This design comes from an exercise in tuning for small area, a short achievable clock period and few clock cycles on the open sky130 flow, not from production work. The RTL was checked by simulation tests, not by an equivalence proof against the original design. Power figures rest on the tool's default switching activity, not on a simulated workload.

`flow/design.v`:
```
module muldiv_engine #(
    parameter int MULT_CYCLES = 5,
    parameter int DIV_CYCLES  = 10
) (
    input  logic        clk,
    input  logic        reset,
    input  logic        start,
    input  logic [2:0]  op,
    input  logic [31:0] d1,
    input  logic [31:0] d2,
    input  logic        flush,
    output logic        busy,
    output logic [31:0] hi,
    output logic [31:0] lo
);
    localparam int KM = 8;               
    localparam int KD = 2;               
    localparam int DW = 32 + KD - 1;     
    localparam logic [2:0] OP_MULT  = 3'd1;
    localparam logic [2:0] OP_MULTU = 3'd2;
    localparam logic [2:0] OP_DIV   = 3'd3;
    localparam logic [2:0] OP_DIVU  = 3'd4;
    localparam logic [2:0] OP_MTHI  = 3'd5;
    localparam logic [2:0] OP_MTLO  = 3'd6;
    localparam logic [2:0] S_IDLE = 3'd0;
    localparam logic [2:0] S_MUL  = 3'd1;
    localparam logic [2:0] S_DPRE = 3'd2;
    localparam logic [2:0] S_DIV  = 3'd3;
    localparam logic [2:0] S_POST = 3'd4;
    logic [2:0]    state_reg;
    logic [5:0]    cnt_reg;
    logic [31:0]   hi_reg, lo_reg;
    logic [DW-1:0] x_reg;                
    logic          sgn_reg;              
    logic          negq_reg, negr_reg;   
    assign busy = (state_reg != S_IDLE);
    assign hi   = hi_reg;
    assign lo   = lo_reg;
    logic accept;
    assign accept = start && !flush && !busy && (op != 3'd0) && (op != 3'd7);
    logic [32:0] m_acc [0:KM];
    logic [KM-1:0] m_out;
    logic        m_last;
    assign m_last = (cnt_reg == 6'd1);
    assign m_acc[0] = {sgn_reg & hi_reg[31], hi_reg};
    genvar r, j;
    generate
        for (r = 0; r < KM; r++) begin : g_mrow
            logic        b, sub;
            logic [32:0] pp, s;
            logic [33:0] c;
            assign b   = lo_reg[r];
            assign sub = (r == KM - 1) ? (sgn_reg & m_last & b) : 1'b0;
            assign pp  = ({sgn_reg & x_reg[31], x_reg[31:0]} & {33{b}}) ^ {33{sub}};
            assign c[0] = sub;
            for (j = 0; j < 33; j++) begin : g_fa
                assign s[j]   = m_acc[r][j] ^ pp[j] ^ c[j];
                assign c[j+1] = (m_acc[r][j] & pp[j]) | (m_acc[r][j] & c[j]) | (pp[j] & c[j]);
            end
            assign m_acc[r+1] = {sgn_reg & s[32], s[32:1]};
            assign m_out[r]   = s[0];
        end
    endgenerate
    logic        neg_a, neg_b;
    logic [31:0] neg_hi, neg_lo, abs_a, abs_b;
    logic [5:0]  clz_a, clz_b;
    logic [6:0]  sdiff;
    logic [5:0]  steps;                
    logic [DW-1:0] b_aligned;
    assign neg_hi = 32'd0 - hi_reg;
    assign neg_lo = 32'd0 - lo_reg;
    assign neg_a  = sgn_reg & lo_reg[31];
    assign neg_b  = sgn_reg & hi_reg[31];
    assign abs_a  = neg_a ? neg_lo : lo_reg;
    assign abs_b  = neg_b ? neg_hi : hi_reg;
    function automatic logic [5:0] clz32(input logic [31:0] v);
        logic [5:0] n;
        integer i;
        n = 6'd32;
        for (i = 0; i < 32; i = i + 1)
            if (v[i]) n = 31 - i;
        clz32 = n;
    endfunction
    assign clz_a = clz32(abs_a);
    assign clz_b = clz32(abs_b);
    assign sdiff = {1'b0, clz_b} - {1'b0, clz_a};    
    assign steps = 6'((({1'b0, sdiff[5:0]} + 7'(KD)) / KD) * KD);
    assign b_aligned = DW'(abs_b) << (steps - 6'd1);
    logic [31:0]   d_rem [0:KD];
    logic [DW-1:0] d_div [0:KD];
    logic [KD-1:0] d_q;
    assign d_rem[0] = hi_reg;
    assign d_div[0] = x_reg;
    generate
        for (r = 0; r < KD; r++) begin : g_drow
            logic [32:0] diff;
            logic        ge;
            assign diff = {1'b0, d_rem[r]} - {1'b0, d_div[r][31:0]};
            if (DW > 32) begin : g_w
                assign ge = ~diff[32] & ~|d_div[r][DW-1:32];
            end else begin : g_n
                assign ge = ~diff[32];
            end
            assign d_rem[r+1] = ge ? diff[31:0] : d_rem[r];
            assign d_div[r+1] = d_div[r] >> 1;
            assign d_q[KD-1-r] = ge;
        end
    endgenerate
    always_ff @(posedge clk) begin
        if (reset) begin
            state_reg <= S_IDLE;
            hi_reg    <= '0;
            lo_reg    <= '0;
        end else begin
            case (state_reg)
                S_IDLE: if (accept) begin
                    case (op)
                        OP_MULT, OP_MULTU: begin
                            sgn_reg   <= (op == OP_MULT);
                            x_reg     <= DW'(d1);
                            lo_reg    <= d2;
                            hi_reg    <= '0;
                            cnt_reg   <= 6'(32 / KM);
                            state_reg <= S_MUL;
                        end
                        OP_DIV, OP_DIVU: if (d2 != 32'd0) begin
                            sgn_reg   <= (op == OP_DIV);
                            hi_reg    <= d2;
                            lo_reg    <= d1;
                            state_reg <= S_DPRE;
                        end
                        OP_MTHI: hi_reg <= d1;
                        OP_MTLO: lo_reg <= d1;
                        default: ;
                    endcase
                end
                S_MUL: begin
                    hi_reg  <= m_acc[KM][31:0];
                    lo_reg  <= {m_out, lo_reg[31:KM]};
                    cnt_reg <= cnt_reg - 6'd1;
                    if (m_last) state_reg <= S_IDLE;
                end
                S_DPRE: begin
                    negq_reg <= neg_a ^ neg_b;
                    negr_reg <= neg_a;
                    if (sdiff[6]) begin
                        hi_reg    <= lo_reg;
                        lo_reg    <= '0;
                        state_reg <= S_IDLE;
                    end else begin
                        hi_reg    <= abs_a;
                        lo_reg    <= '0;
                        x_reg     <= b_aligned;
                        cnt_reg   <= steps / KD;
                        state_reg <= S_DIV;
                    end
                end
                S_DIV: begin
                    hi_reg  <= d_rem[KD];
                    lo_reg  <= {lo_reg[31-KD:0], d_q};
                    x_reg   <= d_div[KD];
                    cnt_reg <= cnt_reg - 6'd1;
                    if (cnt_reg == 6'd1) state_reg <= (negq_reg | negr_reg) ? S_POST : S_IDLE;
                end
                S_POST: begin
                    if (negq_reg) lo_reg <= neg_lo;
                    if (negr_reg) hi_reg <= neg_hi;
                    state_reg <= S_IDLE;
                end
                default: state_reg <= S_IDLE;
            endcase
        end
    end
endmodule
```
`flow/run.sh`:
```
#!/bin/bash
# synth_recipe.tcl (not shown) runs the flow's synth.tcl, then flattens the netlist and writes it again
# the make line also repeats each setting of config.mk as NAME=value (left out here)
make -C /OpenROAD-flow-scripts/flow DESIGN_CONFIG=/design/flow/config.mk WORK_HOME=/design/flow/orfs CLKGATE_MAP_FILE= SYNTH_SCRIPT=/design/flow/synth_recipe.tcl finish
```
`flow/config.mk`:
```
export PLATFORM = sky130hd
export DESIGN_NAME = muldiv_engine
export DESIGN_NICKNAME = muldiv_engine
export VERILOG_FILES = /design/flow/design.v
export SDC_FILE = /design/flow/constraint.sdc
export NUM_CORES = 4
export LEC_CHECK = 0
export ABC_AREA = 1
export CAP_MARGIN = 20
export CORE_MARGIN = 2
export CORE_UTILIZATION = 40
export SLEW_MARGIN = 20
```
`flow/constraint.sdc`:
```
create_clock -name core_clock -period 130.0 [get_ports {clk}]
set_input_delay 26.0000 -clock core_clock [delete_from_list [all_inputs] [get_ports {clk}]]
set_output_delay 26.0000 -clock core_clock [all_outputs]
set_load 0.01 [all_outputs]
```
==> results.json <==
{
  "run_status": "no timing/DRC/antenna violations",
  "cp.buffers_inverters": 5,
  "finalSetupViolations": 0,
  "first_pass_iters": 6,
  "cap_violations": 0,
  "whs_ns": 0.561,
  "row_count": 87,
  "initial_utilization": 0.404,
  "cts_resized": 0,
  "synth_area_per_cell_um2": 6.56,
  "synth-seq-cells": 109,
  "cts_max_path_buffers": 2,
  "power_density_mw_per_mm2": 20.5,
  "synth_ff_type": "dfxtp_1",
  "yosysWarnings": 4,
  "cts_buffers": 9,
  "critPathSlowestCell": "clkinv_1",
  "route.detailed.drc": 0,
  "grt_max_degree": 57,
  "max_slew.worst_pin.slew_ns": 1.13,
  "core_area_mm2": 0.0564,
  "worstSkewPairLatency_ns": 0.38,
  "grt_pass1_vias": 22600,
  "min-delay-start": "negq_reg$_DFFE_PP_",
  "synth-edff-count": 42,
  "cts-root-buf": "clkbuf_16",
  "largest_reg_flops": 33,
  "antenna_found_initial": 7,
  "fin_util": 0.444,
  "chipWidth_um": 243,
  "drive_gt1_frac": 0.0504,
  "p_total_mw": 0.514,
  "yosysUniqueCellTypes": 63,
  "crit_family": "buffers and inverters",
  "dp_hpwl_mm": 85.8,
  "rr_worst_depth": 61,
  "hold_class": "reg2reg",
  "port_buffers": 135,
  "ff2ff_setup_slack_ns": 106.91,
  "ios": 136,
  "r2r_end": "hi_reg[30]$_SDFFE_PP0P_",
  "syn_area_mm2": 0.0228,
  "cpPeakStageDelay_ns": 1.07,
  "ir_drop_mv": 0.0399,
  "finalSetupTns_ns": 0,
  "cp.depth": 12,
  "synth_cells": 3474,
  "r2r-start": "lo_reg[0]$_SDFFE_PP0P_",
  "die_h_um": 243,
  "cts.sinks": 109,
  "hold_viol_final": 0,
  "cp_common_cell": "inv_1",
  "end_kind": "register",
  "grt_usage": 0.353,
  "finalWorstPathRequiredPeriod_ns": 30.54,
  "synthArstFlopShare": 0,
  "htreeDepth": 3,
  "design_area_mm2": 0.0251,
  "wirelength_mm": 105,
  "vias": 24400,
  "vias_per_cell": 5.75,
  "skew_ns": 0.0145,
  "fmax_ghz": 0.0327,
  "arrival_ns": 30.85,
  "critPathMaxFanout": 35,
  "p_leak_nw": 12.5,
  "whs_path_depth": 2,
  "crit_path_cell_trace": "clkdlybuf4s50_1 > inv_1 > o21ai_1 > clkinv_1 > nand2_1 > nor3_1 > o21ai_0 > nand3_1 > buf_4 > inv_1 > o311ai_0 > a21oi_1",
  "ctsHoldBuffers": 0,
  "critPathLaunchType": "input port",
  "min_to": "state_reg[2]$_SDFFE_PP0P_",
  "maxSlewViolCount": 0,
  "gp_congestion": 1.03,
  "grt_pass1_wl_mm": 153,
  "syn-num-nets": 3878,
  "die-area_mm2": 0.0589,
  "clkTransAtPathRegs_ns": 0.09,
  "path_class": "in2reg",
  "critPathLaunch": "op[2]",
  "tritoncts": "done",
  "synth-seq-area-share": 0.114,
  "syn_to_final_growth_pct": 9.88,
  "nets": 3890,
  "dpl_cell_area_mm2": 0.0247,
  "overflow": 0,
  "ant_nets": 0,
  "period_share": 0.235,
  "post_cts_buffers": 0,
  "grt_setup_unrepaired": "false",
  "wl_per_cell_um": 24.7,
  "slew-limit-headroom": 0.244,
  "drtIter0Drc": 3115,
  "required_ns": 130.31
}
## stage by stage
stage | worst slack [ns] | cells
global route | 99.23 | 4247
global placement | 99.37 | 4231
detailed placement | 99.27 | 4231
finish | 99.46 | 4249
floorplan | 99.76 | 3474
CTS | 99.64 | 4247
## power breakdown
part,switching [mW],total [mW],internal [mW]
sequential,0.00765,0.0466,0.0390
combinational,0.305,0.436,0.130
clock,0.0164,0.0313,0.0149
total,0.329,0.514,0.184
## worst max path at each step
stage	to
finish	hi_reg[0]$_SDFFE_PP0P_
floorplan	x_reg[0]$_DFFE_PP_
CTS	hi_reg[0]$_SDFFE_PP0P_
global placement	hi_reg[0]$_SDFFE_PP0P_
global route	hi_reg[0]$_SDFFE_PP0P_
detailed placement	hi_reg[0]$_SDFFE_PP0P_
## cells in the final DEF, fill, tap and decap left out, types with 6 or more instances in the layout
cell type        instances
o211ai_1                42
nor4_1                  15
a2111oi_0                8
clkdlybuf4s50_1        134
ha_1                    82
or2_2                    9
clkbuf_16               10
a41oi_1                 17
nand4_1                 40
nand3_1                160
inv_1                  592
nor2_4                   6
o21ai_0                291
a31oi_1                 19
a21oi_1                190
a211oi_1                 6
buf_4                   68
nor3_2                   6
nor2_1                 155
nand2_2                 37
a21boi_0                 6
o221ai_1                10
nor3_1                  24
o22ai_1                 28
edfxtp_1                42
a22oi_1                 18
clkinv_1                 8
o21ai_1                 16
a221oi_1                18
nor2_2                   9
o2111ai_1               24
nand2_1                938
fa_1                   251
xnor2_1                 24
xor2_1                  57
dfxtp_1                 66
## layer usage
metal | vias to the layer above | wire length [um] | global-route usage
met5 | - | 53 | 0
met4 | 8 | 8730 | 0.237
met3 | 301 | 11200 | 0.0644
met2 | 1462 | 42400 | 0.500
met1 | 11500 | 42400 | 0.488
li1 | 11100 | - | -
## synth_stat cells, types with 7 or more instances
cell type,instances,area (um^2)
a2111oi_0,8,70.1
a21oi_1,190,951
a221oi_1,18,158
a22oi_1,18,135
a31oi_1,19,119
a41oi_1,17,149
buf_1,15,56.3
buf_2,26,130
buf_4,13,97.6
clkbuf_1,140,526
clkinv_1,8,30.0
dfxtp_1,67,1340
edfxtp_1,42,1260
fa_1,251,5020
ha_1,82,1030
inv_1,592,2220
nand2_1,938,3520
nand2_2,37,231
nand3_1,160,801
nand4_1,40,250
nor2_1,159,597
nor2_2,7,43.8
nor3_1,24,120
nor4_1,16,100
o2111ai_1,24,210
o211ai_1,42,315
o21ai_0,291,1460
o21ai_1,16,80.1
o221ai_1,10,87.6
o22ai_1,28,175
or2_2,9,56.3
xnor2_1,25,219
xor2_1,57,499
## final cells by class
cell class	instances	area [um^2]
antenna	2	5.00
clock buffer	11	254
clock inverter	5	62.6
fill	6111	31300
inverter	608	2290
multi-input combinational	2555	17000
sequential	109	2600
tap	756	946
timing repair buffer	203	1860
## worst reg2reg max path, delay by kind of cell, from the launching register on
kind,cells,cell delay (ns)
buf+inv,7,0.86
fa+ha+maj,46,20.75
compound gates,6,0.79
simple gates,2,0.24
flops,1,0.40
## cells by family (layout without fill, tap and decap cells)
kind of cell / count (synthesis) / count (layout) / synth area share
compound gates: 713 / 713 / 0.182
xor+xnor: 82 / 82 / 0.0315
fa+ha+maj: 333 / 333 / 0.265
buf+inv: 810 / 827 / 0.140
flops: 109 / 109 / 0.114
mux: 5 / 5 / 0.00219
other cells: 0 / 2 / 0
simple gates: 1422 / 1422 / 0.264
Testbench counts, summed over its fixed seeds: cycles 16,244.

## re-timing with driven ports
No port has a modelled driver above. Below, the same layout with a new extraction and two added sets of constraints. Step 1 (the two cells are an assumption about what drives the block):
set clk [get_ports {clk}]
set_driving_cell -lib_cell sky130_fd_sc_hd__clkbuf_16 $clk
set_driving_cell -lib_cell sky130_fd_sc_hd__buf_2 [delete_from_list [all_inputs] $clk]
Step 2 adds t to the input delays and takes it off the output delays; t is the mean of the earliest and latest rising clock arrival at the registers after step 1. Input paths then give back, and output paths get back, about the clock's delay inside the block. Three values: no drivers, after step 1, after step 2; two values: the first two.
shift t [ns]: 0.424
slack for setup (ns): 99.459 / 99.481 / 99.057
worst setup path after step 2: input to register
cell pins on the clock port's net: 1
After both steps this run still meets setup and hold. For this run, drivers alone change the setup slack by +0.022 ns; drivers and shift together by -0.402 ns.
